Source: an optimization exercise on an open RTL-to-GDS flow (aim: small area, a short achievable clock period and few clock cycles per item). Production flows keep margins and buffers that such runs may drop. Function was checked by simulation only, so behaviour that the tests miss may differ from the original. No activity file was given, so power comes from the tool's default toggle rates.

$ cat flow/design.v
package rfa_pkg;
    localparam int OP_W  = 16;      
    localparam int MAG_W = 16;      
    localparam int U_W   = 32;      
    localparam int V_W   = 31;      
    localparam int NUM_W = 33;      
    localparam int DEN_W = 31;      
    localparam int SH    = 2;       
    localparam logic [2:0] OP_ADD = 3'd0;
    localparam logic [2:0] OP_SUB = 3'd1;
    localparam logic [2:0] OP_MUL = 3'd2;
    localparam logic [2:0] OP_DIV = 3'd3;
    localparam logic [2:0] OP_CMP = 3'd4;
    typedef enum logic [2:0] {
        S_IDLE,
        S_MUL1,
        S_MUL2,
        S_MUL3,
        S_GCD
    } state_t;
endpackage
module rfa_ctrl (
    input  logic              clk,
    input  logic              rst_n,
    input  logic              in_valid,
    output logic              in_stall,
    output logic              out_valid,
    input  logic              out_stall,
    input  logic              is_fault,
    input  logic              is_cmp,
    input  logic              is_muldiv,
    input  logic              gcd_done,
    output rfa_pkg::state_t   state,
    output logic              slot_free
);
    localparam rfa_pkg::state_t S_IDLE = rfa_pkg::S_IDLE;
    localparam rfa_pkg::state_t S_MUL1 = rfa_pkg::S_MUL1;
    localparam rfa_pkg::state_t S_MUL2 = rfa_pkg::S_MUL2;
    localparam rfa_pkg::state_t S_MUL3 = rfa_pkg::S_MUL3;
    localparam rfa_pkg::state_t S_GCD  = rfa_pkg::S_GCD;
    rfa_pkg::state_t state_reg, state_next;
    logic   ov_reg, finish;
    assign slot_free = !ov_reg || !out_stall;
    always_comb
    begin
        state_next = state_reg;
        finish     = 1'b0;
        unique case (state_reg)
            S_IDLE:
                if (in_valid) state_next = S_MUL1;
            S_MUL1:
                if (is_fault)
                begin
                    if (slot_free)
                    begin
                        finish     = 1'b1;
                        state_next = S_IDLE;
                    end
                end
                else
                begin
                    state_next = S_MUL2;
                end
            S_MUL2:
                if (!is_muldiv)  state_next = S_MUL3;
                else if (slot_free) state_next = S_GCD;
            S_MUL3:
                if (slot_free)
                begin
                    if (is_cmp)
                    begin
                        finish     = 1'b1;
                        state_next = S_IDLE;
                    end
                    else
                    begin
                        state_next = S_GCD;
                    end
                end
            S_GCD:
                if (gcd_done)
                begin
                    finish     = 1'b1;
                    state_next = S_IDLE;
                end
            default:
                state_next = S_IDLE;
        endcase
    end
    always_ff @(posedge clk or negedge rst_n)
    begin
        if (!rst_n)
        begin
            state_reg <= S_IDLE;
            ov_reg    <= 1'b0;
        end
        else
        begin
            state_reg <= state_next;
            if (finish)
                ov_reg <= 1'b1;
            else if (!out_stall)
                ov_reg <= 1'b0;
        end
    end
    assign state     = state_reg;
    assign in_stall  = (state_reg != S_IDLE);
    assign out_valid = ov_reg;
endmodule
module rfa_datapath (
    input  logic                 clk,
    input  rfa_pkg::state_t      state,
    input  logic                 slot_free,
    input  logic [2:0]           in_op,
    input  logic [15:0]          in_num_a,
    input  logic [15:0]          in_den_a,
    input  logic [15:0]          in_num_b,
    input  logic [15:0]          in_den_b,
    output logic                 is_fault,
    output logic                 is_cmp,
    output logic                 is_muldiv,
    output logic                 gcd_done,
    output logic [32:0]          out_num,
    output logic [30:0]          out_den,
    output logic                 out_less,
    output logic                 out_equal,
    output logic                 out_fault
);
    localparam int U_W   = rfa_pkg::U_W;
    localparam int V_W   = rfa_pkg::V_W;
    localparam int NUM_W = rfa_pkg::NUM_W;
    localparam int DEN_W = rfa_pkg::DEN_W;
    localparam int MAG_W = rfa_pkg::MAG_W;
    localparam int SH    = rfa_pkg::SH;
    localparam logic [2:0] OP_SUB = rfa_pkg::OP_SUB;
    localparam logic [2:0] OP_MUL = rfa_pkg::OP_MUL;
    localparam logic [2:0] OP_DIV = rfa_pkg::OP_DIV;
    localparam logic [2:0] OP_CMP = rfa_pkg::OP_CMP;
    localparam rfa_pkg::state_t S_IDLE = rfa_pkg::S_IDLE;
    localparam rfa_pkg::state_t S_MUL1 = rfa_pkg::S_MUL1;
    localparam rfa_pkg::state_t S_MUL2 = rfa_pkg::S_MUL2;
    localparam rfa_pkg::state_t S_MUL3 = rfa_pkg::S_MUL3;
    localparam rfa_pkg::state_t S_GCD  = rfa_pkg::S_GCD;
    logic             fault_r, cmp_r, muldiv_r, mul_r, sub_r, sa_r, sb_r;
    logic [U_W-1:0]   u;
    logic [V_W-1:0]   v;
    logic [NUM_W-1:0] m00, m01;
    logic [DEN_W-1:0] m10, m11;
    logic             less_r, equal_r, flt_r;
    logic [MAG_W-1:0] mag_na, mag_da, mag_nb, mag_db;
    logic             sa_in, sb_in, fault_in;
    always_comb
    begin
        mag_na = in_num_a[15] ? -in_num_a : in_num_a;
        mag_da = in_den_a[15] ? -in_den_a : in_den_a;
        mag_nb = in_num_b[15] ? -in_num_b : in_num_b;
        mag_db = in_den_b[15] ? -in_den_b : in_den_b;
        sa_in  = (in_num_a[15] ^ in_den_a[15]) && (in_num_a != '0);
        sb_in  = (in_num_b[15] ^ in_den_b[15]) && (in_num_b != '0);
        fault_in = (in_den_a == '0) || (in_den_b == '0) || (in_op > OP_CMP)
                   || ((in_op == OP_DIV) && (in_num_b == '0));
    end
    logic [MAG_W-1:0] mx, my;
    logic [2*MAG_W-1:0] prod;
    always_comb
    begin
        mx = (state == S_MUL1) ? u[MAG_W-1:0] : m00[2*MAG_W-1:MAG_W];
        if (state == S_MUL1)
            my = mul_r ? v[MAG_W-1:0] : m00[MAG_W-1:0];
        else if (state == S_MUL2)
            my = mul_r ? m00[MAG_W-1:0] : v[MAG_W-1:0];
        else
            my = m00[MAG_W-1:0];
        prod = mx * my;
    end
    logic [U_W-1:0] d_uv, d_vu, s_uv;
    logic           u_ge_v, u_eq_v, u_zero;
    always_comb
    begin
        d_uv   = u - U_W'(v);
        d_vu   = U_W'(v) - u;
        s_uv   = u + U_W'(v);
        u_ge_v = (u >= U_W'(v));
        u_eq_v = (u == U_W'(v));
        u_zero = (u == '0);
    end
    logic             u_odd, v_odd;
    logic [SH:0]      t_low;
    logic [$clog2(SH+1)-1:0] sh_u, sh_v, sh_t, sh_c, sh_a;
    logic [U_W-1:0]   u_step;
    logic [V_W-1:0]   v_step;
    logic [NUM_W-1:0] m00_step, m01_step, sum0;
    logic [DEN_W-1:0] m10_step, m11_step, sum1;
    function automatic logic [$clog2(SH+1)-1:0] tz(input logic [SH:0] w);
        tz = SH;
        for (int i = SH - 1; i >= 0; i--)
            if (w[i]) tz = i;
    endfunction
    always_comb
    begin
        u_odd = u[0];
        v_odd = v[0];
        t_low = u[SH:0] - v[SH:0];
        sh_u  = tz(u[SH:0]);
        sh_v  = tz(v[SH:0]);
        sh_t  = tz(t_low);
        sh_c  = (sh_u < sh_v) ? sh_u : sh_v;
        sum0  = m00 + m01;
        sum1  = m10 + m11;
        u_step   = u;
        v_step   = v;
        m00_step = m00;
        m01_step = m01;
        m10_step = m10;
        m11_step = m11;
        if (!u_odd && !v_odd)
        begin
            u_step = u >> sh_c;
            v_step = v >> sh_c;
        end
        else if (!u_odd)
        begin
            u_step   = u >> sh_u;
            m00_step = m00 << sh_u;
            m10_step = m10 << sh_u;
        end
        else if (!v_odd)
        begin
            v_step   = v >> sh_v;
            m01_step = m01 << sh_v;
            m11_step = m11 << sh_v;
        end
        else if (u_ge_v)
        begin
            u_step   = d_uv >> sh_t;
            m00_step = m00 << sh_t;
            m10_step = m10 << sh_t;
            m01_step = sum0;
            m11_step = sum1;
        end
        else
        begin
            v_step   = V_W'(d_vu >> sh_t);
            m01_step = m01 << sh_t;
            m11_step = m11 << sh_t;
            m00_step = sum0;
            m10_step = sum1;
        end
    end
    assign gcd_done = u_zero || (u_odd && v_odd && u_eq_v);
    logic             sb_eff, same_sign, comb_neg;
    logic [U_W-1:0]   comb_mag;
    logic             less_c, equal_c;
    always_comb
    begin
        sb_eff    = sb_r ^ sub_r;
        same_sign = (sa_r == sb_eff);
        if (same_sign)
        begin
            comb_mag = s_uv;
            comb_neg = sa_r;
        end
        else if (u_ge_v)
        begin
            comb_mag = d_uv;
            comb_neg = sa_r;
        end
        else
        begin
            comb_mag = d_vu;
            comb_neg = sb_eff;
        end
        unique case ({sa_r, sb_r})
            2'b00:   begin less_c = !u_ge_v;           equal_c = u_eq_v; end
            2'b11:   begin less_c = u_ge_v && !u_eq_v; equal_c = u_eq_v; end
            2'b10:   begin less_c = 1'b1;              equal_c = 1'b0;   end
            default: begin less_c = 1'b0;              equal_c = 1'b0;   end
        endcase
    end
    logic init_m;
    logic res_neg;
    always_comb
    begin
        init_m  = 1'b0;
        res_neg = sa_r ^ sb_r;
        unique case (state)
            S_MUL1:  init_m = fault_r && slot_free;
            S_MUL2:  init_m = muldiv_r && slot_free;
            S_MUL3:  init_m = slot_free;
            default: init_m = 1'b0;
        endcase
        if (state == S_MUL3)
            res_neg = comb_neg;
    end
    always_ff @(posedge clk)
    begin
        unique case (state)
            S_IDLE:
            begin
                fault_r  <= fault_in;
                cmp_r    <= (in_op == OP_CMP);
                muldiv_r <= (in_op == OP_MUL) || (in_op == OP_DIV);
                mul_r    <= (in_op == OP_MUL);
                sub_r    <= (in_op == OP_SUB);
                sa_r     <= sa_in;
                sb_r     <= sb_in;
                u        <= U_W'(mag_na);
                v        <= V_W'(mag_nb);
                m00      <= NUM_W'({mag_da, mag_db});
            end
            S_MUL1:
            begin
                u <= U_W'(prod);
            end
            S_MUL2:
            begin
                if (!muldiv_r || slot_free)
                    v <= V_W'(prod);
            end
            S_MUL3:
            begin
                if (slot_free)
                begin
                    u <= comb_mag;
                    v <= V_W'(prod);
                end
            end
            S_GCD:
            begin
                u   <= u_step;
                v   <= v_step;
                m00 <= m00_step;
                m01 <= m01_step;
                m10 <= m10_step;
                m11 <= m11_step;
            end
            default: ;
        endcase
        if (init_m)
        begin
            m00     <= res_neg ? '1 : NUM_W'(1);
            m01     <= '0;
            m10     <= '0;
            m11     <= DEN_W'(!fault_r && !cmp_r);
            less_r  <= !fault_r && cmp_r && less_c;
            equal_r <= !fault_r && cmp_r && equal_c;
            flt_r   <= fault_r;
        end
    end
    assign is_fault  = fault_r;
    assign is_cmp    = cmp_r;
    assign is_muldiv = muldiv_r;
    assign out_num   = m01;
    assign out_den   = m11;
    assign out_less  = less_r;
    assign out_equal = equal_r;
    assign out_fault = flt_r;
endmodule
module rational_fraction_alu (
    input  logic        clk,
    input  logic        rst_n,
    input  logic        in_valid,
    output logic        in_stall,
    input  logic [2:0]  in_op,
    input  logic [15:0] in_num_a,
    input  logic [15:0] in_den_a,
    input  logic [15:0] in_num_b,
    input  logic [15:0] in_den_b,
    output logic        out_valid,
    input  logic        out_stall,
    output logic [32:0] out_num,
    output logic [30:0] out_den,
    output logic        out_less,
    output logic        out_equal,
    output logic        out_fault
);
    rfa_pkg::state_t state;
    logic            slot_free;
    logic            is_fault, is_cmp, is_muldiv, gcd_done;
    rfa_ctrl u_ctrl (
        .clk       (clk),
        .rst_n     (rst_n),
        .in_valid  (in_valid),
        .in_stall  (in_stall),
        .out_valid (out_valid),
        .out_stall (out_stall),
        .is_fault  (is_fault),
        .is_cmp    (is_cmp),
        .is_muldiv (is_muldiv),
        .gcd_done  (gcd_done),
        .state     (state),
        .slot_free (slot_free)
    );
    rfa_datapath u_datapath (
        .clk       (clk),
        .state     (state),
        .slot_free (slot_free),
        .in_op     (in_op),
        .in_num_a  (in_num_a),
        .in_den_a  (in_den_a),
        .in_num_b  (in_num_b),
        .in_den_b  (in_den_b),
        .is_fault  (is_fault),
        .is_cmp    (is_cmp),
        .is_muldiv (is_muldiv),
        .gcd_done  (gcd_done),
        .out_num   (out_num),
        .out_den   (out_den),
        .out_less  (out_less),
        .out_equal (out_equal),
        .out_fault (out_fault)
    );
endmodule
$ cat flow/run.sh
#!/bin/bash
# synth_recipe.tcl (not shown) runs the flow's synth.tcl, then flattens the netlist and writes it again
# the make line also repeats each setting of config.mk as NAME=value (left out here)
make -C /OpenROAD-flow-scripts/flow DESIGN_CONFIG=/design/flow/config.mk WORK_HOME=/design/flow/orfs CLKGATE_MAP_FILE= SYNTH_SCRIPT=/design/flow/synth_recipe.tcl finish
$ cat flow/config.mk
export PLATFORM = sky130hd
export DESIGN_NAME = rational_fraction_alu
export DESIGN_NICKNAME = rational_fraction_alu
export VERILOG_FILES = /design/flow/design.v
export SDC_FILE = /design/flow/constraint.sdc
export NUM_CORES = 4
export LEC_CHECK = 0
export CAP_MARGIN = 20
export CORE_MARGIN = 2
export CORE_UTILIZATION = 40
export PLACE_DENSITY = 0.6
export SLEW_MARGIN = 20
$ cat flow/constraint.sdc
create_clock -name core_clock -period 10.0 [get_ports {clk}]
set_input_delay 2.0000 -clock core_clock [delete_from_list [all_inputs] [get_ports {clk}]]
set_output_delay 2.0000 -clock core_clock [all_outputs]
set_load 0.01 [all_outputs]
==> notes.md <==
-- cells in the final DEF (no fill, tap or decap), types with 19 or more instances in the layout --
cell,synthesis,layout
o21a_1,35,35
mux2_2,39,39
or3_1,19,19
inv_1,347,345
a21o_1,64,64
fa_1,199,198
nor2_1,507,500
o21ai_0,359,358
a31oi_1,39,39
a211oi_1,87,87
a211o_1,19,19
nand4_1,21,21
xnor2_1,151,149
and3_1,19,19
dfxtp_1,64,64
a221o_1,23,23
nand2_1,557,556
o21bai_1,26,26
xor2_1,61,60
nor2b_1,47,46
o211ai_1,93,93
o31ai_1,36,36
clkdlybuf4s50_1,0,139
ha_1,270,268
o22ai_1,44,43
a221oi_1,33,33
o221ai_1,36,36
nor4_1,27,26
a311oi_1,22,22
o21ai_1,33,33
buf_4,6,79
mux2i_1,265,265
nor3_1,71,70
nand2b_1,37,36
a22oi_1,24,24
a21oi_1,400,399
clkbuf_16,0,31
nand3_1,51,50
edfxtp_1,137,137
-- path summary, 6_finish.rpt --
kind	endpoint	depth (start not counted)	from
setup / recovery	u_datapath.v[24]$_SDFFCE_PP0P_	27	u_ctrl.state_reg[0]$_DFFE_PN0P_
max in group asynchronous	u_ctrl.state_reg[1]$_DFFE_PN0P_	1	rst_n
hold / removal	u_datapath.m10[17]$_SDFFE_PP0P_	2	u_datapath.m10[17]$_SDFFE_PP0P_
setup reg to reg	u_datapath.v[24]$_SDFFCE_PP0P_	27	u_ctrl.state_reg[0]$_DFFE_PN0P_
min in group asynchronous	u_ctrl.ov_reg$_DFFE_PN0P_	1	rst_n
hold reg to reg	u_datapath.m10[17]$_SDFFE_PP0P_	2	u_datapath.m10[17]$_SDFFE_PP0P_
-- cell type report --
type                            count  area, sq um  area share
Multi-Input combinational cell   3971        28960      0.7181
Sequential cell                   205         5495      0.1363
Timing Repair Buffer              223         2085     0.05170
Tap cell                         1186         1484     0.03680
Inverter                          352         1321     0.03277
Clock buffer                       41        823.3     0.02042
Clock inverter                     15        157.7    0.003910
-- cell usage after synthesis (39+ instances only) --
| cell type | number |
|---|---|
| a21o_1 | 64 |
| nor2b_1 | 47 |
| nand3_1 | 51 |
| nand2_1 | 557 |
| o21ai_0 | 359 |
| edfxtp_1 | 137 |
| clkbuf_1 | 213 |
| a211oi_1 | 87 |
| xor2_1 | 61 |
| o22ai_1 | 44 |
| xnor2_1 | 151 |
| nor3_1 | 71 |
| dfxtp_1 | 64 |
| mux2_2 | 39 |
| inv_1 | 347 |
| nor2_1 | 507 |
| mux2i_1 | 265 |
| a31oi_1 | 39 |
| fa_1 | 199 |
| ha_1 | 270 |
| o211ai_1 | 93 |
| a21oi_1 | 400 |
| buf_1 | 39 |
-- cells by family after synthesis --
logic type | after synthesis
AOI/OAI and AO/OA | 1548
and+or+nand+nor | 1429
buffers and inverters | 647
adders and majority gates | 469
muxes | 312
xor gates and xnor gates | 213
DFF | 205
-- critical path, stage by stage (launching register included) --
cell and delay, ns:
dfrtp_1 0.71, nand2b_1 0.18, nand2b_2 0.29, buf_4 0.27, nand2_1 0.12, a21boi_1 0.77, nor2_1 0.16, fa_1 0.55
inv_1 0.05, fa_1 0.54, inv_1 0.08, fa_1 0.48, fa_1 0.54, fa_1 0.50, inv_1 0.07, fa_1 0.48
inv_1 0.04, ha_1 0.33, a21o_1 0.18, a21o_1 0.19, a221o_1 0.35, a221oi_1 0.64, o31ai_1 0.15, a21o_1 0.23
a21o_1 0.17, a21oi_1 0.16, xor2_1 0.40, o211ai_1 0.15
-- metrics by stage --
step	cells	hold WS (ns)	setup slack, ns
floorplan	4823	0.4876	2.066
global placement	5937	0.5307	1.197
detailed placement	5937	0.5249	1.076
CTS	5993	0.5438	1.078
global route	5993	0.5695	0.6600
finish	5993	0.5488	0.9677
-- layer usage --
layer	vias up	global-route usage	routed length (um)
met2	2283	0.5283	72320
li1	17290	-	-
met5	-	0	22
met3	435	0.05760	16410
met4	4	0.1689	9671
met1	18800	0.4561	67300
-- report_power, final --
group                 switching (mW)  total, mW  internal, mW
combinational                 0.0524     0.0964        0.0440
clock                          0.485       1.14         0.651
sequential     0.0000000000000000319      0.893         0.893
==> reports/summary.txt <==
leakage power = 16.75 nW
Synth async-reset ratio = 0.01951
I/O pin total = 140
Critical Path End Type = flop
Synth Area in Adders = 0.2000
Syn Inst Count = 4,823
clk latency of the worst-skew pair = 0.63 ns
ANT cells = 0
starting DRC count in detailed routing = 4,787
worst-margin pin slew = 1.197 ns
area delta synth->final = 9.512%
largest family of logic cells by synthesized area = compound AO/OA/AOI/OAI gates
Synth area leader = edfxtp_1
clk_skew = 0.04003 ns
Synth top area share = 0.1117
Post-CTS Setup Bufs = 0
first-pass GRT wire length = 244,300 um
Post-DP HPWL = 123,100 um
max-slew violation count = 0
pwr dens = 52.72 mW/mm^2
worst-case clock buffer depth = 3
Final Critical Period = 9.032 ns
syn_area_per_cell = 7.634 sq um
via count = 38,810
IO Port Bufs = 139
dominant cells by area after synthesis = edfxtp_1 (11%), fa_1 (11%), ha_1 (9.2%)
unique cell type count in the Yosys netlist = 104
final cell utilization of the core = 0.4412
Syn Nets = 5,363
Highest Clock Rate = 110.7 MHz
Die W = 307.4 um
RSZ-0062 raised after global routing = no
worst slew margin relative to its limit = 0.1936
area of placed instances = 0.03933 sq mm
Worst setup SP type = flop
setup tns final = 0 ns
num rows = 111
WP data arrival = 9.39 ns
Detailed Route WL = 165,700 um
antenna-violating nets left = 0
Top FF cell, synth = edfxtp_1
initial antenna violation count = 2
Synth Area in XOR/XNOR = 0.05087
Vias/cell = 6.476
Seq cells post-synth = 205
Synth Area in Compound Gates = 0.2740
largest net degree at the start of global routing = 192
fin area = 0.04032 sq mm
die area = 0.09449 sq mm
final period utilization = 0.9032
Hold WC Path Type = reg -> reg
Seq/Total Area, Yosys = 0.1493
synthesized area = 0.03682 sq mm
layout cells sized above 1 = 0.05367
starting density of the core = 0.4029
Final Power = 2.126 mW
Worst R2R Setup Slack = 0.97 ns
Overflow after GRT = 0
GRT Total Usage = 0.3402
Post-Synth Simple-Gate Area = 0.1693
yosys warns = 2
CP max FO = 28
DR WL/cell = 27.65 um
number of flops mapped to enable cells by yosys = 137
total iterations of the first detailed-routing run = 6
hold buffers post-CTS = 0
required time of the worst setup path = 10.36 ns
Max IR drop VDD = 122.6 uV
final-report hold violation count = 0
CTS tree = built
vias in the first global route = 36,510
Setup violations, final = 0
Root Driver = clkbuf_16
post-CTS sizing = 0
clock sinks = 205
max_cap viols = 0
status = no timing/DRC/antenna violations
Filler Cell Count = 9,337
Worst-path clk slew = 0.07 ns
htree depth = 1
gpl congestion = 1.026
DIE HEIGHT = 307.4 um
Layout Nets = 5,323
post-synthesis mux area share = 0.08886
cts bufs inserted = 30
Crit Path Class = reg -> reg
drt drc = 0
Core Box Area = 0.09139 sq mm
biggest regs = u_datapath.m00 (33), u_datapath.m01 (33), u_datapath.u (32)
Testbench counts, summed over its fixed seeds: cycles 82,932, items 4,800.

[port drivers added, routing unchanged]
How much do the figures lean on ideal ports? The routed layout below was timed once more, with nothing changed but the port constraints.
Step 1, drivers: a clkbuf_16 drives clk and a buf_2 each remaining input, both assumed.
Step 2 times the ports against the registers' clock, not the clock port: input delays grow and output delays shrink by t, the midpoint of the rising clock arrivals with the driver on.
Slacks: ideal / step 1 / step 2; pairs: ideal / step 1.
shift t [ns]: 0.677
slack for setup (ns): 0.968 / 0.968 / 0.968
worst register clock-pin slew, ns: 0.07 / 0.07
cell pins on the clock port's net: 1
After both steps this run still meets setup and hold. For this run, drivers alone change the setup slack by 0.000 ns; drivers and shift together by 0.000 ns.
